This is an optimization exercise on Yosys and OpenROAD, whose aim is small area, not a production implementation.
Function was checked by simulation only, so behaviour that the tests miss may differ from the original.
Power and IR drop assume default switching activity.

===== flow/constraint.sdc =====
create_clock -name core_clock -period 6.5 [get_ports {clk}]
set_input_delay 1.3000 -clock core_clock [delete_from_list [all_inputs] [get_ports {clk}]]
set_output_delay 1.3000 -clock core_clock [all_outputs]
set_load 0.01 [all_outputs]

===== flow/flow/run.sh =====
#!/bin/bash
# The standard ORFS layout (standard.sh, unchanged synthesis) with two
# changes: ports are buffered with buf_1 instead of a delay buffer, and CTS
# uses larger sink clusters and no dummy loads.
set -euo pipefail
bash standard.sh \
  "BUFFER_PORTS_ARGS=-buffer_cell sky130_fd_sc_hd__buf_1" \
  "CTS_ARGS=-sink_clustering_enable -repair_clock_nets -dont_use_dummy_load -buf_list {sky130_fd_sc_hd__clkbuf_8 sky130_fd_sc_hd__clkbuf_16} -sink_clustering_size 30 -sink_clustering_max_diameter 80" \
  finish > orfs_make.log 2>&1

===== flow/config.mk =====
export PLATFORM = sky130hd
export DESIGN_NAME = beta_regfile_hazard
export DESIGN_NICKNAME = beta_regfile_hazard
export VERILOG_FILES = /design/flow/design.v
export SDC_FILE = /design/flow/constraint.sdc
export NUM_CORES = 4
export LEC_CHECK = 0
export CAP_MARGIN = 20
export CORE_MARGIN = 2
export CORE_UTILIZATION = 60
export GPL_TIMING_DRIVEN = 1
export SLEW_MARGIN = 20
export SYNTH_HIERARCHICAL = 1

===== flow/design.v =====
`default_nettype none
module beta_regfile_hazard #(
  parameter int WIDTH      = 32,
  parameter int NREGS      = 32,
  parameter int NRD        = 2,
  parameter int NSTAGES    = 3,
  parameter int LOAD_STAGE = 2,
  parameter int ZERO_REG   = NREGS - 1,
  parameter int AW         = $clog2(NREGS)
) (
  input  wire logic                     clk,
  input  wire logic                     rst,
  input  wire logic                     dec_valid,
  input  wire logic [NRD*AW-1:0]        dec_ra,
  input  wire logic [NRD-1:0]           dec_ruse,
  input  wire logic [AW-1:0]            dec_rc,
  input  wire logic                     dec_wen,
  input  wire logic                     dec_is_load,
  input  wire logic                     flush,
  input  wire logic [NSTAGES*WIDTH-1:0] byp_data,
  output      logic [NRD*WIDTH-1:0]     rd,
  output      logic                     stall
);
  localparam logic [AW-1:0] ZERO_ADDR = AW'(ZERO_REG);
  localparam int NR = NREGS - 1;   
  logic [NSTAGES-1:0]         stg_v_q;
  logic [NSTAGES-1:0]         stg_ld_q;
  logic [NSTAGES-1:0][AW-1:0] stg_rc_q;
  logic [NR-1:0][WIDTH-1:0] mem_q;
  logic [NR-1:0]            wr_q;
  logic [NR-1:0]            we;
  logic [NR-1:0]            avail;
  logic [NRD-1:0] hazard;
  logic           stall_w;
  logic           accept_w;
  for (genvar i = 0; i < NRD; i++) begin : g_rd
    logic [AW-1:0]      ra;
    logic               nz;
    logic [NSTAGES-1:0] hit;
    logic [NSTAGES-1:0] fsel;
    logic [NR-1:0]      rsel;
    logic [WIDTH-1:0]   acc;
    assign ra = dec_ra[i*AW +: AW];
    assign nz = (ra != ZERO_ADDR);
    for (genvar k = 0; k < NSTAGES; k++) begin : g_hit
      assign hit[k] = nz && stg_v_q[k] && (stg_rc_q[k] == ra);
    end
    assign fsel[0] = hit[0];
    assign fsel[1] = hit[1] && !hit[0];
    assign fsel[2] = hit[2] && !hit[1] && !hit[0];
    for (genvar r = 0; r < NR; r++) begin : g_sel
      assign rsel[r] = avail[r] && (ra == AW'(r));
    end
    localparam int NG = (NR + 2) / 3;   
    logic [3*NG-1:0]         gsel;
    logic [3*NG*WIDTH-1:0]   gdat;
    assign gsel = (3*NG)'(rsel);
    assign gdat = (3*NG*WIDTH)'(mem_q);
    for (genvar b = 0; b < WIDTH; b++) begin : g_bit
      logic [NG:0] grp_n;   
      beta_rf_aoi222 u_fwd (
        .a1(fsel[0]), .a2(byp_data[b]),
        .b1(fsel[1]), .b2(byp_data[WIDTH + b]),
        .c1(fsel[2]), .c2(byp_data[2*WIDTH + b]),
        .y(grp_n[NG]));
      for (genvar g = 0; g < NG; g++) begin : g_grp
        if (3*g + 2 < NR) begin : g_full
          beta_rf_aoi222 u_aoi (
            .a1(gsel[3*g]),   .a2(gdat[(3*g)*WIDTH + b]),
            .b1(gsel[3*g+1]), .b2(gdat[(3*g+1)*WIDTH + b]),
            .c1(gsel[3*g+2]), .c2(gdat[(3*g+2)*WIDTH + b]),
            .y(grp_n[g]));
        end else begin : g_part
          assign grp_n[g] = !((gsel[3*g]   && gdat[(3*g)*WIDTH + b]) ||
                              (gsel[3*g+1] && gdat[(3*g+1)*WIDTH + b]) ||
                              (gsel[3*g+2] && gdat[(3*g+2)*WIDTH + b]));
        end
      end
      assign acc[b] = !(&grp_n);
    end
    assign rd[i*WIDTH +: WIDTH] = acc;
    assign hazard[i] = (hit[0] && stg_ld_q[0]) ||
                       (hit[1] && !hit[0] && stg_ld_q[1]);
  end
  assign stall_w  = dec_valid && !flush && |(dec_ruse & hazard);
  assign accept_w = dec_valid && dec_wen && !stall_w && !flush &&
                    (dec_rc != ZERO_ADDR);
  assign stall    = stall_w;
  always_ff @(posedge clk or posedge rst) begin
    if (rst) begin
      stg_v_q <= '0;
    end else begin
      stg_v_q[0] <= accept_w;
      stg_v_q[1] <= stg_v_q[0] && !flush;
      stg_v_q[2] <= stg_v_q[1];
    end
  end
  always_ff @(posedge clk) begin
    stg_ld_q[0] <= dec_is_load;
    stg_rc_q[0] <= dec_rc;
    for (int k = 1; k < NSTAGES; k++) begin
      stg_ld_q[k] <= stg_ld_q[k-1];
      stg_rc_q[k] <= stg_rc_q[k-1];
    end
  end
  for (genvar r = 0; r < NR; r++) begin : g_av
    logic [NSTAGES-1:0] inflight;
    for (genvar k = 0; k < NSTAGES; k++) begin : g_k
      assign inflight[k] = stg_v_q[k] && (stg_rc_q[k] == AW'(r));
    end
    assign avail[r] = wr_q[r] && !(|inflight);
  end
  for (genvar r = 0; r < NR; r++) begin : g_wr
    assign we[r] = stg_v_q[NSTAGES-1] && (stg_rc_q[NSTAGES-1] == AW'(r));
    always_ff @(posedge clk) begin
      if (we[r]) mem_q[r] <= byp_data[(NSTAGES-1)*WIDTH +: WIDTH];
    end
    always_ff @(posedge clk or posedge rst) begin
      if (rst)        wr_q[r] <= 1'b0;
      else if (we[r]) wr_q[r] <= 1'b1;
    end
  end
endmodule
module beta_rf_aoi222 (
  input  wire logic a1, a2, b1, b2, c1, c2,
  output      logic y
);
  assign y = !((a1 && a2) || (b1 && b2) || (c1 && c2));
endmodule
`default_nettype wire

===== flow/standard.sh =====
#!/bin/bash
# synth_recipe.tcl (not shown) runs the flow's synth.tcl, then flattens the netlist and writes it again
# the make line also repeats each setting of config.mk as NAME=value (left out here)
make -C /OpenROAD-flow-scripts/flow DESIGN_CONFIG=/design/flow/config.mk WORK_HOME=/design/flow/orfs CLKGATE_MAP_FILE= SYNTH_SCRIPT=/design/flow/synth_recipe.tcl "${@:-finish}"

==> Implementation_results.wiki, run 1 <==
{| class="wikitable"
! Metric !! Value
|-
| Result of the run || complete, no violations
|-
| Post-Route Setup TNS || 0 ns
|-
| Share of the clock period used by the worst path after layout || 92.6%
|-
| Complex-gate fraction of the synthesized area || 19.0%
|-
| Power per Cell Area || 236 mW/mm2
|-
| Class of the worst hold path || flip-flop to flip-flop
|-
| Wire length of the first global-routing pass || 233000 um
|-
| Reg clk slew, reported paths || ~0.050 ns
|-
| Setup Fix Bufs, Post-CTS || 0
|-
| Buffers added on ports || approximately 180
|-
| Number of warning messages in the yosys log || 7
|-
| Total congestion overflow after global routing || 0
|-
| Cell area after synthesis || ~0.042 mm2
|-
| Placer congestion estimate || ~0.96
|-
| Synthesized instance count || approximately 2400
|-
| Final ANT Viol Nets || 0
|-
| Drt via density || 9.08
|-
| Maximum fanout encountered on the critical timing path || 22
|-
| Number of placement rows || 97
|-
| Wire length per cell || roughly 46 um
|-
| Worst Setup Start Kind || primary input
|-
| Clock latency on the worst-skew pair || roughly 0.66 ns
|-
| Register area share after synthesis || around three quarters
|-
| Detail Placement HPWL || 99400 um
|-
| CTS tree || built
|-
| Lkg Pwr || between 10 and 15 nW
|-
| Initial standard-cell utilization of the core || ~61%
|-
| Headroom to the max-slew limit || between 10% and 20%
|-
| Tightest Pin Transition || between 1 and 1.5 ns
|-
| Endpoint required time on the critical path || ~5.2 ns
|-
| Ports placed on the boundary || approximately 180
|-
| Chip width || 270 um
|-
| Min cycle time layout || 6.02 ns
|-
| Number of hold buffers added after CTS || 0
|-
| Net count of the finished layout || between 2000 and 3000
|-
| Clock Sinks || about 1000
|-
| Achievable frequency || between 150 and 200 MHz
|-
| Arrival time reported for the critical path endpoint || 4.72 ns
|-
| Utilization after layout || between 60% and 70%
|-
| Multiplexer share of the synthesized area || 0%
|-
| Setup slack, reg-to-reg || between 3 and 4 ns
|-
| Post-route clock skew || about 0.056 ns
|-
| Area delta synth->final || 10.1%
|-
| Share of post-route cells with drive strength above 1 || between 10% and 20%
|-
| Die outline area || 0.0728 mm2
|-
| Setup repair after global routing missed its margin || false
|-
| Number of buffers added by the clock tree synthesis step || 44
|-
| Fraction of registers with async set or reset after synthesis || roughly 3.3%
|-
| Synth top area cells || edfxtp_1 (70%), a222oi_1 (17%), dfrtp_1 (2.0%), nand4_1 (2.0%), a2111o_1 (1.7%)
|-
| Final routed DRC violation total || 0
|-
| Maximum VDD drop || ~220 uV
|-
| Final Max Slew Viols || 0
|-
| Final-layout fill cell count || 4901
|-
| Fraction of synthesized cell area in xor and xnor cells || less than 1%
|-
| Maximum number of buffers from clock root to sink || 3
|-
| Pre-Repair DR Iteration Count || 12
|-
| Number of failing hold endpoints at the final stage || 0
|-
| Syn nets || 2527
|-
| CTS H-Tree Depth || 2
|-
| GRT Util Overall || between 40% and 50%
|-
| Worst setup EP type || output port
|-
| Vias in the first global route || ~32000
|-
| Most instantiated flip-flop cell in the synthesis netlist || edfxtp_1
|-
| CTS Root Buffer Type || clkbuf_16
|-
| Number of different library cells in the post-synthesis netlist || 52
|-
| Initial antenna violation count || 8
|-
| Pin count of the biggest net entering global routing || 35
|-
| Floorplan die height || between 200 and 300 um
|-
| Post_cts resized || 0
|-
| Total of max-cap violations || 0
|-
| Combinational family with the most area after synthesis || compound AO/OA/AOI/OAI gates
|-
| Total wire length || approximately 170000 um
|-
| Top cell type by total area after synthesis || edfxtp_1
|-
| Crit path kind || primary input to output port
|-
| Setup-failing EPs final || 0
|-
| Fraction of the mapped netlist area in simple logic gates || 6.65%
|-
| Fraction of synthesized cell area taken by the top area cell type || 70.3%
|-
| Share of synthesized cell area in full adder, half adder and majority cells || 0%
|-
| Flip-flop and latch count after synthesis || between 1000 and 1500
|-
| Total vias in the final route || between 30000 and 40000
|-
| Initial detailed-routing violation count || a little over 10000
|-
| Mapped Avg Cell Area || ~18 um2
|-
| Placeable core region || about 0.070 mm2
|-
| Count of flip-flops with a built-in enable after synthesis || 992
|}
-- layout by cell type (no fill, tap or decap), types with 7 or more instances in the layout --
| cell | instances |
|---|---|
| a2111o_1 | 64 |
| a222oi_1 | 704 |
| nand2_1 | 24 |
| xnor2_1 | 11 |
| clkbuf_2 | 8 |
| a22oi_1 | 7 |
| and3_1 | 22 |
| dfxtp_1 | 17 |
| nor3_1 | 26 |
| and2_1 | 7 |
| clkbuf_16 | 44 |
| nor2b_1 | 19 |
| xor2_1 | 17 |
| buf_12 | 15 |
| nand2b_1 | 14 |
| nor2_1 | 23 |
| or2_2 | 27 |
| nand4_1 | 134 |
| and3_2 | 51 |
| nor2_4 | 26 |
| nand3_1 | 74 |
| dfrtp_1 | 34 |
| edfxtp_1 | 992 |
| buf_1 | 173 |
| nor3b_1 | 8 |
| buf_4 | 125 |
| o21ai_0 | 15 |
-- Yosys stat by module (local to each module, per instance) --
module	cells	area (um2)	flip-flops and latches
beta_regfile_hazard	1704	35300	1043
beta_rf_aoi222	1	10.0	0
-- registers in the layout, indices dropped and copies added, names as in the netlist --
signal,flops
mem_q,992
stg_ld_q,2
stg_rc_q,15
stg_v_q,3
wr_q,31
-- metrics by stage --
step	cell area (um2)	instances	hold WS [ns]	setup slack (ns)	total power, W
after floorplan	42400	2408	0.326	0.818	0.00771
after global placement	45500	3633	0.357	0.772	0.00795
after detailed placement	45500	3635	0.364	0.714	0.00797
after CTS	46600	3679	0.370	0.715	0.0110
after global routing	46600	3680	0.382	0.467	0.0112
final	46600	3684	0.374	0.478	0.0110
-- where the power goes --
group | switching, W | total, W | leakage, nW | internal [W]
Clock | 0.00196 | 0.00318 | 0.542 | 0.00122
Combinational | 0.000313 | 0.000434 | 4.88 | 0.000121
Sequential | 0.0000367 | 0.00741 | 9.52 | 0.00737
-- cell families after synthesis --
| logic type | Yosys count |
|---|---|
| xor+xnor | 28 |
| flops | 1043 |
| buf+inv | 47 |
| compound gates | 810 |
| simple gates | 480 |
-- metal layers --
layer  up-vias  global-route usage (%)  routed length, um
li1      12500                       -                  -
met1     16300                    57.7              53800
met2      3883                    65.7              72200
met3       825                    18.4              31000
met4         2                    25.4              11500
met5         -                   0.263                 14
-- final timing paths --
kind,from,to,depth (start not counted)
max,dec_ra[9],rd[55],10
min,stg_ld_q[0],stg_ld_q[1],0
max reg2reg,stg_rc_q[3],stg_v_q[0],6
min reg2reg,stg_ld_q[0],stg_ld_q[1],0
max in group asynchronous,rst,wr_q[16],3
min in group asynchronous,rst,wr_q[22],3
-- Yosys cell counts, types with 6 or more instances --
cell type / n
nand4_1: 134
nand3_1: 74
a2111o_1: 64
buf_6: 12
and3_1: 67
and3_2: 6
nor3_1: 27
nor3b_1: 8
inv_1: 9
xnor2_1: 11
nand2_1: 24
a22oi_1: 7
buf_2: 14
clkbuf_1: 9
edfxtp_1: 992
dfxtp_1: 17
and2_1: 7
nor2_1: 48
xor2_1: 17
or2_2: 27
nand2b_1: 14
nor2b_1: 19
o21ai_0: 15
a222oi_1: 704
dfrtp_1: 34
-- area by class of cell --
cell class | instances | area [um2] | area share, %
timing repair buffer | 325 | 1960 | 4.21
clock buffer | 44 | 1100 | 2.36
antenna | 5 | 12.5 | 0.0268
sequential | 1043 | 31000 | 66.4
multi-input combinational | 1318 | 11400 | 24.4
inverter | 9 | 37.5 | 0.0805
tap | 940 | 1180 | 2.52
-- critical path: stages --
cell       delay (ns)
buf_1            0.47
xor2_1           0.17
nor4_1           0.36
o2111ai_1        0.35
nor2_4           0.98
buf_4            0.39
a222oi_1         0.13
nand3_1          0.15
a2111o_1         0.19
buf_1            0.20
==> run 2: changes to the inputs <==
--- a/flow/config.mk
+++ b/flow/config.mk
@@ -8,5 +8,5 @@
 export CAP_MARGIN = 20
 export CORE_MARGIN = 2
-export CORE_UTILIZATION = 60
+export CORE_UTILIZATION = 70
 export GPL_TIMING_DRIVEN = 1
 export SLEW_MARGIN = 20
==> run 2 against run 1 <==
Net effect: still clean; clock-buffer cell count decreased by 2; design area shrank 1.2%; sequential cell count unchanged; die area decreased by 14%; sequential share of layout area is 0.79 points higher; area after synthesis unchanged; global-route usage rose by 5.7 points; synthesized cell count did not move; worst setup slack gained 0.077 ns; highest routed layer unchanged.
==> Implementation_results.wiki, run 2 <==
{| class="wikitable"
! Metric !! Value
|-
| Initial standard-cell utilization of the core || 70.5% (+10 points)
|-
| Buffers added on ports || 183 (unchanged)
|-
| Lkg Pwr || 14.8 nW (-1.2%)
|-
| Fraction of synthesized cell area taken by the top area cell type || 70.3% (unchanged)
|-
| Die outline area || 0.0625 mm2 (-14%)
|-
| Launch instance of the worst min-delay path || stg_ld_q[0]
|-
| Total of max-cap violations || 0 (unchanged)
|-
| Drt via density || 9.68 (+6.6%)
|-
| Achievable frequency || 168 MHz (+1.3%)
|-
| Most common cell after layout, fill and taps aside || edfxtp_1
|-
| Buffers & Inverters on Critical Path || 2 (-1)
|-
| Number of cells on the worst reg-to-reg path || 6 (unchanged)
|-
| Leading cell types in the layout, fill and taps excluded || edfxtp_1 (992), a222oi_1 (704), buf_1 (165)
|-
| Setup slack, reg-to-reg || 3.48 ns (-0.18 ns)
|-
| Syn nets || 2527 (unchanged)
|-
| Top cell type by total area after synthesis || edfxtp_1
|-
| Cell depth of the worst min-delay path || 0 (unchanged)
|-
| Placeable core region || 0.0601 mm2 (-14%)
|-
| Final Worst Setup Slack || 0.554 ns (+0.0767 ns)
|-
| Placer congestion estimate || 1.00 (+4.5%)
|-
| Worst setup EP type || output port
|-
| Arrival time reported for the critical path endpoint || 4.65 ns (-0.07 ns)
|-
| Count of flip-flops with a built-in enable after synthesis || 992 (unchanged)
|-
| Maximum number of buffers from clock root to sink || 3 (unchanged)
|-
| CTS tree || built
|-
| Final routed DRC violation total || 0 (unchanged)
|-
| Flip-flop and latch count after synthesis || 1043 (unchanged)
|-
| Register area share after synthesis || 73.1% (unchanged)
|-
| Largest register by flop count || mem_q
|-
| Most frequent cell after synthesis || edfxtp_1
|-
| Fraction of synthesized cell area in xor and xnor cells || 0.579% (unchanged)
|-
| Synthesized instance count || 2408 (unchanged)
|-
| Synth top area cells || edfxtp_1 (70%), a222oi_1 (17%), dfrtp_1 (2.0%), nand4_1 (2.0%), a2111o_1 (1.7%)
|-
| Class of the worst hold path || flip-flop to flip-flop
|-
| Clock latency on the worst-skew pair || 0.63 ns (-0.03 ns)
|-
| CP Cell Sequence || nand2b_1, nor3b_1, a22oi_1, and3_1, and3_2, buf_4, a222oi_1, nand4_1, a2111o_1, buf_1
|-
| Final-layout fill cell count || 3500 (-29%)
|-
| Floorplan die height || 250 um (-7.3%)
|-
| Reg area || 0.0310 mm2 (unchanged)
|-
| Setup Fix Bufs, Post-CTS || 0 (unchanged)
|-
| Share of the clock period used by the worst path after layout || 91.5% (-1.2 points)
|-
| Clock Sinks || 1043 (unchanged)
|-
| Delay of the slowest critical-path stage || 0.64 ns (-0.34 ns)
|-
| Maximum fanout encountered on the critical timing path || 22 (unchanged)
|-
| Number of failing hold endpoints at the final stage || 0 (unchanged)
|-
| Combinational family with the most area after synthesis || compound AO/OA/AOI/OAI gates
|-
| Endpoint required time on the critical path || 5.20 ns (about the same)
|-
| CTS H-Tree Depth || 2 (unchanged)
|-
| Post_cts resized || 0 (unchanged)
|-
| Depth of the critical timing path with buffers and inverters included || 10 (unchanged)
|-
| Share of post-route cells with drive strength above 1 || 10.5% (-1.1 points)
|-
| Result of the run || complete, no violations
|-
| Maximum VDD drop || 230 uV (+2.6%)
|-
| Area taken by multi-input logic gates || 0.0114 mm2 (+0.13%)
|-
| Flip-flop count of the largest register, all copies and words added || 992 (unchanged)
|-
| Number of hold buffers added after CTS || 0 (unchanged)
|-
| Reg clk slew, reported paths || 0.08 ns (+0.03 ns)
|-
| Total congestion overflow after global routing || 0 (unchanged)
|-
| Chip width || 250 um (-7.3%)
|-
| Pin count of the biggest net entering global routing || 35 (unchanged)
|-
| Final Max Slew Viols || 0 (unchanged)
|-
| Ports placed on the boundary || 184 (unchanged)
|-
| Min cycle time layout || 5.95 ns (-0.0767 ns)
|-
| Critical-path top delay cell || dfrtp_1
|-
| Share of synthesized cell area in full adder, half adder and majority cells || 0% (unchanged)
|-
| Vias in the first global route || 33400 (+2.9%)
|-
| Pre-Repair DR Iteration Count || 15 (+3)
|-
| Detail Placement HPWL || 89600 um (-9.9%)
|-
| Worst R2R End || stg_v_q[0]
|-
| Setup repair after global routing missed its margin || false
|-
| Initial antenna violation count || 5 (-3)
|-
| Headroom to the max-slew limit || 7.67% (-6.2 points)
|-
| GRT Util Overall || 50.9% (+5.7 points)
|-
| Number of placement rows || 90 (-7.2%)
|-
| Top cells by count, synth || edfxtp_1 (992), a222oi_1 (704), nand4_1 (134), nand3_1 (74), and3_1 (67)
|-
| Final ANT Viol Nets || 0 (unchanged)
|-
| Post-Route Setup TNS || 0 ns (unchanged)
|-
| Worst Setup Start Kind || flip-flop
|-
| Most instantiated flip-flop cell in the synthesis netlist || edfxtp_1
|-
| End point of the worst hold path || stg_ld_q[1]
|-
| Fraction of registers with async set or reset after synthesis || 3.26% (unchanged)
|-
| Worst-case setup slack after placement || 0.859 ns (+0.144 ns)
|-
| Tightest Pin Transition || 1.38 ns (+0.0936 ns)
|-
| Utilization after layout || 76.7% (+10 points)
|-
| Area delta synth->final || 8.77%
|-
| Crit path kind || flip-flop to output port
|-
| Power per Cell Area || 236 mW/mm2 (+0.12%)
|-
| Initial detailed-routing violation count || 10400 (+2.8%)
|-
| Complex-gate fraction of the synthesized area || 19.0% (unchanged)
|-
| Net count of the finished layout || 2832 (-0.98%)
|-
| Category of cells accounting for the largest share of critical-path delay || simple AND/OR/NAND/NOR gates
|-
| Post-route clock skew || 0.0504 ns (-0.00515 ns)
|-
| Cell area after synthesis || 0.0424 mm2 (unchanged)
|-
| Number of warning messages in the yosys log || 7 (unchanged)
|-
| Setup-failing EPs final || 0 (unchanged)
|-
| Number of buffers added by the clock tree synthesis step || 42 (-4.5%)
|-
| Total vias in the final route || 33900 (+1.3%)
|-
| Wire length per cell || 46.3 um (+1.2%)
|-
| Number of different library cells in the post-synthesis netlist || 52 (unchanged)
|-
| CTS Root Buffer Type || clkbuf_16
|-
| Mapped Avg Cell Area || 17.6 um2 (unchanged)
|-
| R2R Path Start || stg_rc_q[3]
|-
| Fraction of the mapped netlist area in simple logic gates || 6.65% (unchanged)
|-
| Multiplexer share of the synthesized area || 0% (unchanged)
|-
| Wire length of the first global-routing pass || 225000 um (-3.4%)
|-
| Total wire length || 162000 um (-3.9%)
|-
| Regs by FF count || mem_q x992, wr_q x31, stg_rc_q x15
|}
-- run 2: changes by cell type in the layout (fill, tap and decap cells not counted), sizes merged --
cell    delta
inv        -2
clkinv     +2
buf       -36
clkbuf     +8
diode      +1
-- run 2: cell families (layout without fill, tap and decap cells) --
group,count (synthesis),count (layout)
AOI/OAI and AO/OA,810,810
xor gates and xnor gates,28,28
buffers and inverters,47,350
DFF,1043,1043
other,0,6
and+or+nand+nor,480,480
-- run 2: final cells by class --
| cell class | count | area share (%) |
|---|---|---|
| flip-flops and latches | 1043 | 67.2 |
| multi-input cells | 1318 | 24.7 |
| repair buffers | 299 | 3.58 |
| clock buffers | 42 | 2.28 |
| well taps | 782 | 2.12 |
| inverters | 9 | 0.0760 |
| diodes | 6 | 0.0326 |
-- run 2: worst max-delay path by stage --
stage | start | to
2_1_floorplan | dec_ra[5] | rd[32]
3_3_place_gp | dec_ra[9] | rd[55]
3_5_place_dp | dec_ra[9] | rd[36]
4_1_cts | dec_ra[9] | rd[36]
5_1_grt | dec_ra[9] | rd[36]
6_report | stg_v_q[0] | rd[59]
-- run 2: where the power goes --
| group | switching (W) | internal, W |
|---|---|---|
| combinational | 0.000291 | 0.000116 |
| sequential | 0.0000358 | 0.00737 |
| clock | 0.00192 | 0.00117 |
-- run 2: per-layer routing --
metal | global-route usage, % | vias up | routed length, um
li1 | - | 12400 | -
met1 | 64.1 | 15900 | 47500
met2 | 72.0 | 4448 | 66900
met3 | 23.2 | 1078 | 33500
met4 | 32.4 | 6 | 14100
met5 | 0.232 | - | 34
-- run 2: stage by stage --
| step | area, um2 | total power, W | std cells | hold slack [ns] |
|---|---|---|---|---|
| after floorplan | 42400 | 0.00771 | 2408 | 0.326 |
| after global placement | 45000 | 0.00792 | 3450 | 0.360 |
| after detailed placement | 45000 | 0.00794 | 3450 | 0.369 |
| after CTS | 46000 | 0.0108 | 3492 | 0.379 |
| after global routing | 46100 | 0.0111 | 3494 | 0.384 |
| final | 46100 | 0.0109 | 3499 | 0.380 |
-- run 2: Yosys stat by module, one instance, submodules excluded --
module | cells | flip-flops and latches | times used
beta_regfile_hazard | 1704 | 1043 | 1
beta_rf_aoi222 | 1 | 0 | 704
==> run 3: changes to the inputs <==
--- a/flow/config.mk
+++ b/flow/config.mk
@@ -8,5 +8,5 @@
 export CAP_MARGIN = 20
 export CORE_MARGIN = 2
-export CORE_UTILIZATION = 70
+export CORE_UTILIZATION = 75
 export GPL_TIMING_DRIVEN = 1
 export SLEW_MARGIN = 20
==> run 3 against run 2 <==
Net effect: sequential share of layout area is 0.068 points higher; clock skew decreased by 0.022 ns; critical path depth decreased by 1; synthesized cell count stayed put; register-to-register slack improved by 0.07 ns; power increased by 1.0%; core utilization is 5.3 points higher; global-route usage up 3.7 points; design area shrank 0.10%; clock-buffer cell count is 1 higher.
==> Implementation_results.wiki, run 3 <==
{| class="wikitable"
! Metric !! Value
|-
| Leading cell types in the layout, fill and taps excluded || edfxtp_1 (992), a222oi_1 (704), buf_1 (179)
|-
| Fraction of registers with async set or reset after synthesis || 3.26% (unchanged)
|-
| Setup-failing EPs final || 0 (unchanged)
|-
| CTS H-Tree Depth || 2 (unchanged)
|-
| Syn nets || 2527 (unchanged)
|-
| Number of different library cells in the post-synthesis netlist || 52 (unchanged)
|-
| Setup Fix Bufs, Post-CTS || 0 (unchanged)
|-
| Total congestion overflow after global routing || 0 (unchanged)
|-
| Number of cells in the finished layout apart from fillers || 3487 (-0.34%)
|-
| Headroom to the max-slew limit || 13.0% (+5.3 points)
|-
| Ports placed on the boundary || 184 (unchanged)
|-
| Flip-flop count of the largest register, all copies and words added || 992 (unchanged)
|-
| Number of buffers added by the clock tree synthesis step || 43 (+2.4%)
|-
| Total power || 0.0110 W (+1.0%)
|-
| Most common cell after layout, fill and taps aside || edfxtp_1
|-
| Detail Placement HPWL || 94900 um (+5.9%)
|-
| Share of synthesized cell area in full adder, half adder and majority cells || 0% (unchanged)
|-
| Most frequent cell after synthesis || edfxtp_1
|-
| Placer congestion estimate || 1.00 (-0.27%)
|-
| Crit path kind || flip-flop to output port
|-
| Tightest Pin Transition || 1.31 ns (-0.0794 ns)
|-
| Vias in the first global route || 33300 (-0.22%)
|-
| Buffers & Inverters on Critical Path || 1 (-1)
|-
| Final Max Slew Viols || 0 (unchanged)
|-
| Initial standard-cell utilization of the core || 75.5% (+5.0 points)
|-
| Placeable core region || 0.0562 mm2 (-6.6%)
|-
| Count of flip-flops with a built-in enable after synthesis || 992 (unchanged)
|-
| Top cell type by total area after synthesis || edfxtp_1
|-
| Reg clk slew, reported paths || 0.09 ns (about the same)
|-
| Register area share after synthesis || 73.1% (unchanged)
|-
| Number of warning messages in the yosys log || 7 (unchanged)
|-
| Pin count of the biggest net entering global routing || 35 (unchanged)
|-
| Final ANT Viol Nets || 0 (unchanged)
|-
| Flip-flop and latch count after synthesis || 1043 (unchanged)
|-
| Total of max-cap violations || 0 (unchanged)
|-
| Final-layout fill cell count || 2898 (-17%)
|-
| Result of the run || complete, no violations
|-
| Setup repair after global routing missed its margin || false
|-
| Delay of the slowest critical-path stage || 0.65 ns (about the same)
|-
| Regs by FF count || mem_q x992, wr_q x31, stg_rc_q x15
|-
| GRT Util Overall || 54.6% (+3.7 points)
|-
| Seq pwr share || 67.2% (-0.7 points)
|-
| Wire length per cell || 46.8 um (+1.1%)
|-
| Fraction of synthesized cell area in xor and xnor cells || 0.579% (unchanged)
|-
| Number of placement rows || 87 (-3.3%)
|-
| Post_cts resized || 0 (unchanged)
|-
| Synth top area cells || edfxtp_1 (70%), a222oi_1 (17%), dfrtp_1 (2.0%), nand4_1 (2.0%), a2111o_1 (1.7%)
|-
| Min cycle time layout || 6.17 ns (+0.229 ns)
|-
| Power per Cell Area || 239 mW/mm2 (+1.1%)
|-
| Net switching power || 0.00232 W (+3.5%)
|-
| Lkg Pwr || 14.8 nW (about the same)
|-
| Share of the clock period used by the worst path after layout || 95.0% (+3.5 points)
|-
| Final routed DRC violation total || 0 (unchanged)
|-
| Number of failing hold endpoints at the final stage || 0 (unchanged)
|-
| Switching Fraction || 21.1% (+0.51 points)
|-
| Most instantiated flip-flop cell in the synthesis netlist || edfxtp_1
|-
| Top cells by count, synth || edfxtp_1 (992), a222oi_1 (704), nand4_1 (134), nand3_1 (74), and3_1 (67)
|-
| Share of post-route cells with drive strength above 1 || 10.1% (-0.41 points)
|-
| Relative contribution of combinational cells to total power || 4.2% (+0.5 points)
|-
| Area delta synth->final || 8.66%
|-
| Multiplexer share of the synthesized area || 0% (unchanged)
|-
| Achievable frequency || 162 MHz (-3.7%)
|-
| Initial detailed-routing violation count || 11700 (+12%)
|-
| Worst Setup Start Kind || flip-flop
|-
| Complex-gate fraction of the synthesized area || 19.0% (unchanged)
|-
| Chip width || 242 um (-3.3%)
|-
| Cell Count Post-Placement || 3436 (-0.41%)
|-
| CTS tree || built
|-
| Pre-Repair DR Iteration Count || 19 (+4)
|-
| Net count of the finished layout || 2844 (+0.42%)
|-
| Drt via density || 9.91 (+2.3%)
|-
| Clock Power Share || 28.5% (+0.2 points)
|-
| Arrival time reported for the critical path endpoint || 4.87 ns (+0.22 ns)
|-
| Post-route clock skew || 0.0286 ns (-0.0218 ns)
|-
| CP Cell Sequence || nor2b_1, nand3_1, nor2_4, nor3_1, and3_2, a222oi_1, nand4_1, a2111o_1, buf_1
|-
| Fraction of the mapped netlist area in simple logic gates || 6.65% (unchanged)
|-
| Maximum VDD drop || 367 uV (+59%)
|-
| Total vias in the final route || 34500 (+2.0%)
|-
| Utilization after layout || 82.0% (+5.3 points)
|-
| Fraction of synthesized cell area taken by the top area cell type || 70.3% (unchanged)
|-
| Internal power consumption || 0.00869 W (+0.36%)
|-
| Clock latency on the worst-skew pair || 0.63 ns (about the same)
|-
| Number of hold buffers added after CTS || 0 (unchanged)
|-
| Worst setup EP type || output port
|-
| Maximum number of buffers from clock root to sink || 3 (unchanged)
|-
| Cell area after synthesis || 0.0424 mm2 (unchanged)
|-
| Initial antenna violation count || 12 (+7)
|-
| Buffers added on ports || 183 (unchanged)
|-
| Largest register by flop count || mem_q
|-
| Category of cells accounting for the largest share of critical-path delay || simple AND/OR/NAND/NOR gates
|-
| Clock Sinks || 1043 (unchanged)
|-
| Synthesized instance count || 2408 (unchanged)
|-
| Wire length of the first global-routing pass || 227000 um (+0.94%)
|-
| Critical-path top delay cell || dfrtp_1
|-
| Maximum fanout encountered on the critical timing path || 32 (+45%)
|-
| Floorplan die height || 242 um (-3.3%)
|-
| CTS Root Buffer Type || clkbuf_16
|-
| Class of the worst hold path || flip-flop to flip-flop
|-
| Die outline area || 0.0584 mm2 (-6.6%)
|-
| Combinational family with the most area after synthesis || compound AO/OA/AOI/OAI gates
|-
| Total wire length || 163000 um (+0.73%)
|-
| Mapped Avg Cell Area || 17.6 um2 (unchanged)
|-
| Endpoint required time on the critical path || 5.20 ns (about the same)
|-
| Post-Route Setup TNS || 0 ns (unchanged)
|}
run 3: power by group through the flow:
stage          registers, W  logic, W  clock network, W
2_1_floorplan       0.00753  0.000177                 0
3_3_place_gp        0.00755  0.000413                 0
3_5_place_dp        0.00755  0.000428                 0
4_1_cts             0.00740  0.000429           0.00306
5_1_grt             0.00741  0.000469           0.00325
6_report            0.00740  0.000467           0.00314
run 3: kinds of logic (layout without fill, tap and decap cells):
family	count (synthesis)	after routing
DFF	1043	1043
AOI/OAI and AO/OA	810	810
and+or+nand+nor	480	480
buffers and inverters	47	362
xor gates and xnor gates	28	28
other	0	8
run 3: per-layer routing:
metal	GRT usage [%]	wire length, um	share of wire [%]	vias up
li1	-	-	-	12400
met1	67.8	45200	28	15900
met2	73.5	65000	40	4858
met3	30.9	37600	23	1299
met4	35.1	15200	9.3	14
met5	2.29	132	0.081	-
run 3: final cells by class:
cell class,count,area (um2),share of cell area [%]
sequential,1043,31000,67.3
multi-input combinational,1318,11400,24.7
timing repair buffer,310,1650,3.57
clock buffer,43,1080,2.34
tap,756,946,2.05
inverter,9,33.8,0.0734
antenna,8,20.0,0.0435
run 3: Yosys stat by module, one instance, submodules excluded:
| module | cell area [um2] | flops+latches | cells inside | copies in the design |
|---|---|---|---|---|
| beta_regfile_hazard | 35300 | 1043 | 1704 | 1 |
| beta_rf_aoi222 | 10.0 | 0 | 1 | 704 |
run 3: stage by stage:
| stage | hold WS, ns | setup slack [ns] | instance area (um2) |
|---|---|---|---|
| 3_5_place_dp | 0.361 | 0.714 | 45000 |
| 4_1_cts | 0.374 | 0.599 | 46000 |
| 2_1_floorplan | 0.326 | 0.818 | 42400 |
| 5_1_grt | 0.385 | 0.296 | 46000 |
| 6_report | 0.376 | 0.325 | 46100 |
| 3_3_place_gp | 0.358 | 0.811 | 44900 |
run 3: worst reg2reg max path, stage by stage, from the launching register on:
cell and delay (ns):
dfrtp_1 0.65, nor2b_1 0.49, and2_1 0.30, nand2_1 0.19, inv_2 0.89
run 3: final timing paths:
| kind | startpoint | to | slack (ns) | depth (start not counted) |
|---|---|---|---|---|
| setup / recovery | stg_v_q[2] | rd[30] | 0.33 | 9 |
| hold / removal | stg_ld_q[0] | stg_ld_q[1] | 0.38 | 0 |
| setup reg to reg | stg_v_q[2] | mem_q[23] | 3.55 | 4 |
| hold reg to reg | stg_ld_q[0] | stg_ld_q[1] | 0.38 | 0 |
| max in group asynchronous | rst | wr_q[11] | 5.31 | 3 |
| min in group asynchronous | rst | wr_q[4] | 0.79 | 3 |
==> run 4: changes to the inputs <==
--- a/flow/design.v
+++ b/flow/design.v
@@ -30,5 +30,4 @@
   logic [NR-1:0]            wr_q;
   logic [NR-1:0]            we;
-  logic [NR-1:0]            avail;
   logic [NRD-1:0] hazard;
   logic           stall_w;
@@ -39,4 +38,5 @@
     logic [NSTAGES-1:0] hit;
     logic [NSTAGES-1:0] fsel;
+    logic               msel;
     logic [NR-1:0]      rsel;
     logic [WIDTH-1:0]   acc;
@@ -49,6 +49,7 @@
     assign fsel[1] = hit[1] && !hit[0];
     assign fsel[2] = hit[2] && !hit[1] && !hit[0];
+    assign msel = !(|hit);
     for (genvar r = 0; r < NR; r++) begin : g_sel
-      assign rsel[r] = avail[r] && (ra == AW'(r));
+      assign rsel[r] = wr_q[r] && (ra == AW'(r));
     end
     localparam int NG = (NR + 2) / 3;   
@@ -77,5 +78,5 @@
         end
       end
-      assign acc[b] = !(&grp_n);
+      assign acc[b] = !grp_n[NG] || (msel && !(&grp_n[NG-1:0]));
     end
     assign rd[i*WIDTH +: WIDTH] = acc;
@@ -104,11 +105,4 @@
     end
   end
-  for (genvar r = 0; r < NR; r++) begin : g_av
-    logic [NSTAGES-1:0] inflight;
-    for (genvar k = 0; k < NSTAGES; k++) begin : g_k
-      assign inflight[k] = stg_v_q[k] && (stg_rc_q[k] == AW'(r));
-    end
-    assign avail[r] = wr_q[r] && !(|inflight);
-  end
   for (genvar r = 0; r < NR; r++) begin : g_wr
     assign we[r] = stg_v_q[NSTAGES-1] && (stg_rc_q[NSTAGES-1] == AW'(r));
--- a/flow/config.mk
+++ b/flow/config.mk
@@ -8,5 +8,5 @@
 export CAP_MARGIN = 20
 export CORE_MARGIN = 2
-export CORE_UTILIZATION = 75
+export CORE_UTILIZATION = 70
 export GPL_TIMING_DRIVEN = 1
 export SLEW_MARGIN = 20
==> run 4 against run 3 <==
Net effect: design area up 0.77%; wire length fell by 10%; largest power group unchanged; clock-buffer cell count is the same; area after synthesis down 1.8%; sequential share of layout area down 0.52 points; still clean; critical path depth decreased by 1; register-to-register slack improved by 0.33 ns; core utilization decreased by 3.2 points; combinational power is 3% lower.
==> Implementation_results.wiki, run 4 <==
{| class="wikitable"
! Metric !! Value
|-
| Result of the run || complete, no violations
|-
| Initial detailed-routing violation count || 9842 (-16%)
|-
| Reg area || 0.0310 mm2 (unchanged)
|-
| Tightest Pin Transition || 1.27 ns (-0.0398 ns)
|-
| Critical-path top delay cell || a2111oi_0
|-
| Total of max-cap violations || 0 (unchanged)
|-
| Fraction of synthesized cell area in xor and xnor cells || 0.631% (+0.052 points)
|-
| CTS H-Tree Depth || 2 (unchanged)
|-
| Share of the clock period used by the worst path after layout || 96.7% (+1.7 points)
|-
| Setup slack, reg-to-reg || 3.88 ns (+0.33 ns)
|-
| Total vias in the final route || 32200 (-6.8%)
|-
| Min cycle time layout || 6.29 ns (+0.111 ns)
|-
| Reg clk slew, reported paths || 0.11 ns (+0.02 ns)
|-
| Number of hold buffers added after CTS || 0 (unchanged)
|-
| Chip width || 248 um (+2.6%)
|-
| Count of flip-flops with a built-in enable after synthesis || 992 (unchanged)
|-
| Arrival time reported for the critical path endpoint || 4.99 ns (+0.12 ns)
|-
| Initial antenna violation count || 4 (-8)
|-
| Worst Setup Start Kind || primary input
|-
| Clock Sinks || 1043 (unchanged)
|-
| Most frequent CP cell || buf_1
|-
| Largest register by flop count || mem_q
|-
| Pre-Repair DR Iteration Count || 14 (-5)
|-
| Pin count of the biggest net entering global routing || 36 (+2.9%)
|-
| Total congestion overflow after global routing || 0 (unchanged)
|-
| Wire length of the first global-routing pass || 206000 um (-9.4%)
|-
| Synth top area cells || edfxtp_1 (72%), a222oi_1 (17%), dfrtp_1 (2.0%), nand4_1 (2.0%), a2111oi_0 (1.3%)
|-
| Synthesized instance count || 2334 (-3.1%)
|-
| Number of failing hold endpoints at the final stage || 0 (unchanged)
|-
| Final ANT Viol Nets || 0 (unchanged)
|-
| Complex-gate fraction of the synthesized area || 19.2% (+0.21 points)
|-
| Die outline area || 0.0615 mm2 (+5.2%)
|-
| CTS Root Buffer Type || clkbuf_16
|-
| Floorplan die height || 248 um (+2.6%)
|-
| Crit path kind || primary input to output port
|-
| Regs by FF count || mem_q x992, wr_q x31, stg_rc_q x15
|-
| Leading cell types in the layout, fill and taps excluded || edfxtp_1 (992), a222oi_1 (704), buf_4 (190)
|-
| CP Cell Sequence || buf_1, nor3b_1, and3_1, a222oi_1, nand2_1, a2111oi_0, o21ai_0, buf_1
|-
| Number of warning messages in the yosys log || 7 (unchanged)
|-
| Maximum VDD drop || 295 uV (-20%)
|-
| Number of buffers added by the clock tree synthesis step || 43 (unchanged)
|-
| Drt via density || 9.16 (-7.6%)
|-
| Power per Cell Area || 236 mW/mm2 (-1.3%)
|-
| Setup-failing EPs final || 0 (unchanged)
|-
| Setup repair after global routing missed its margin || false
|-
| Class of the worst hold path || flip-flop to flip-flop
|-
| Final Max Slew Viols || 0 (unchanged)
|-
| GRT Util Overall || 47.0% (-7.6 points)
|-
| Number of cells in the finished layout apart from fillers || 3517 (+0.86%)
|-
| Most frequent cell after synthesis || edfxtp_1
|-
| Cell Count Post-Placement || 3465 (+0.84%)
|-
| Placeable core region || 0.0589 mm2 (+4.9%)
|-
| Mapped Avg Cell Area || 17.8 um2 (+1.4%)
|-
| Net count of the finished layout || 2864 (+0.70%)
|-
| Tightest hold margin || 0.363 ns (-0.0124 ns)
|-
| Area taken by multi-input logic gates || 0.0108 mm2 (-5.2%)
|-
| Top cells by count, synth || edfxtp_1 (992), a222oi_1 (704), nand4_1 (133), nand2_1 (76), and3_1 (67)
|-
| Top cell type by total area after synthesis || edfxtp_1
|-
| Number of placement rows || 89 (+2.3%)
|-
| Category of cells accounting for the largest share of critical-path delay || compound AO/OA/AOI/OAI gates
|-
| Most common cell after layout, fill and taps aside || edfxtp_1
|-
| Detail Placement HPWL || 90900 um (-4.2%)
|-
| Post-route clock skew || 0.0458 ns (+0.0172 ns)
|-
| Buffers added on ports || 183 (unchanged)
|-
| Final Worst Setup Slack || 0.214 ns (-0.111 ns)
|-
| Post-Route Setup TNS || 0 ns (unchanged)
|-
| Total wire length || 146000 um (-10%)
|-
| Multiplexer share of the synthesized area || 0.0541% (+0.054 points)
|-
| CTS tree || built
|-
| Register area share after synthesis || 74.4% (+1.3 points)
|-
| Cell area after synthesis || 0.0416 mm2 (-1.8%)
|-
| Delay of the slowest critical-path stage || 1.06 ns (+0.41 ns)
|-
| Most instantiated flip-flop cell in the synthesis netlist || edfxtp_1
|-
| Headroom to the max-slew limit || 15.6% (+2.7 points)
|-
| Fraction of synthesized cell area taken by the top area cell type || 71.5% (+1.3 points)
|-
| Lkg Pwr || 14.7 nW (-0.58%)
|-
| Ports placed on the boundary || 184 (unchanged)
|-
| Fraction of the mapped netlist area in simple logic gates || 5.29% (-1.4 points)
|-
| Area delta synth->final || 11.5%
|-
| Endpoint required time on the critical path || 5.20 ns (about the same)
|-
| Worst-case setup slack after placement || 0.461 ns (-0.253 ns)
|-
| Clock latency on the worst-skew pair || 0.63 ns (about the same)
|-
| Final-layout fill cell count || 3187 (+10%)
|-
| Setup Fix Bufs, Post-CTS || 0 (unchanged)
|-
| Syn nets || 2453 (-2.9%)
|-
| Share of synthesized cell area in full adder, half adder and majority cells || 0% (unchanged)
|-
| Maximum number of buffers from clock root to sink || 3 (unchanged)
|-
| Post_cts resized || 0 (unchanged)
|-
| Total power || 0.0110 W (-0.54%)
|-
| Initial standard-cell utilization of the core || 70.7% (-4.8 points)
|-
| Placer congestion estimate || 0.984 (-1.8%)
|-
| Achievable frequency || 159 MHz (-1.8%)
|-
| Maximum fanout encountered on the critical timing path || 21 (-34%)
|-
| Fraction of registers with async set or reset after synthesis || 3.26% (unchanged)
|-
| Flip-flop count of the largest register, all copies and words added || 992 (unchanged)
|-
| Wire length per cell || 41.5 um (-11%)
|-
| Combinational family with the most area after synthesis || compound AO/OA/AOI/OAI gates
|-
| Flip-flop and latch count after synthesis || 1043 (unchanged)
|-
| Vias in the first global route || 30600 (-8.3%)
|-
| Buffers & Inverters on Critical Path || 2 (+1)
|-
| Final routed DRC violation total || 0 (unchanged)
|-
| Worst setup EP type || output port
|-
| Share of post-route cells with drive strength above 1 || 12.6% (+2.6 points)
|-
| Number of different library cells in the post-synthesis netlist || 38 (-27%)
|}
-- run 4: changes by cell type after synthesis, moves of 23 or more --
cell,before,now
nor3_1,27,4
a2111o_1,64,0
a2111oi_0,0,64
o21ai_0,15,54
nand3_1,74,9
nand2_1,24,76
-- run 4: power by group --
group          internal [W]  switching (W)  total, W
clock               0.00119        0.00191   0.00311
sequential          0.00737      0.0000232   0.00739
combinational      0.000123       0.000330  0.000452
total               0.00869        0.00226    0.0110
-- run 4: path summary, 6_finish.rpt --
kind | cells past startpoint | end | startpoint
worst max-delay path | 8 | rd[29] | dec_ra[4]
worst min-delay path | 0 | stg_ld_q[1] | stg_ld_q[0]
worst max register to register | 2 | mem_q[50] | stg_rc_q[10]
worst min register to register | 0 | stg_ld_q[1] | stg_ld_q[0]
max in group asynchronous | 3 | stg_v_q[2] | rst
min in group asynchronous | 3 | wr_q[6] | rst
-- run 4: layer usage --
metal  routed length (um)  vias to the layer above  GRT usage (%)
met4                11900                        4           28.8
met2                62600                     4092           69.2
met1                43500                    15100           63.5
met5                   25                        -              0
met3                28000                      675           12.4
li1                     -                    12300              -
-- run 4: Yosys stat by module (local to each module, per instance) --
| module | flip-flops and latches | times used | cell area (um2) | cells inside |
|---|---|---|---|---|
| beta_rf_aoi222 | 0 | 704 | 10.0 | 1 |
| beta_regfile_hazard | 1043 | 1 | 34600 | 1630 |
-- run 4: metrics by stage --
stage / cell area, um2 / util [%]
floorplan: 41600 / -
global placement: 45000 / 76.4
detailed placement: 45100 / 76.6
CTS: 46200 / 78.5
global route: 46400 / 78.8
finish: 46400 / 78.8
-- run 4: cell type report --
| type | instances | share of cell area [%] |
|---|---|---|
| flip-flops and latches | 1043 | 66.8 |
| multi-input cells | 1260 | 23.2 |
| repair buffers | 396 | 5.65 |
| clock buffers | 43 | 2.32 |
| well taps | 773 | 2.08 |
| inverters | 1 | 0.00809 |
| diodes | 1 | 0.00539 |
-- run 4: kinds of logic after synthesis --
| family | count (synthesis) |
|---|---|
| mux | 2 |
| compound gates | 836 |
| simple gates | 392 |
| xor+xnor | 30 |
| buf+inv | 31 |
| flops | 1043 |

port drivers added, routing unchanged:
No port has a modelled driver above. Below, the same layouts with a new extraction and two added sets of constraints. Step 1: set_driving_cell puts a clkbuf_16 on clk and a buf_2 on each other input, an assumption about the parent block. Step 2 times the ports against the registers' clock, not the clock port: input delays grow and output delays shrink by t, the midpoint of the rising clock arrivals with the driver on. a / b / c = no drivers / after step 1 / after step 2; a / b = the first two.
run	t (ns)	slack for setup (ns)	worst setup path at the end	pins driven straight from the clock port
run 1	0.687	0.478 / 0.452 / 0.452	input to output	1
run 2	0.656	0.554 / 0.491 / 0.582	input to output	1
run 3	0.689	0.325 / 0.262 / 0.422	input to output	1
run 4	0.679	0.214 / 0.178 / 0.178	input to output	1
After both steps setup and hold are still met in every run listed. For run 4, which loses most, drivers alone change the setup slack by -0.036 ns; drivers and shift together by -0.036 ns.
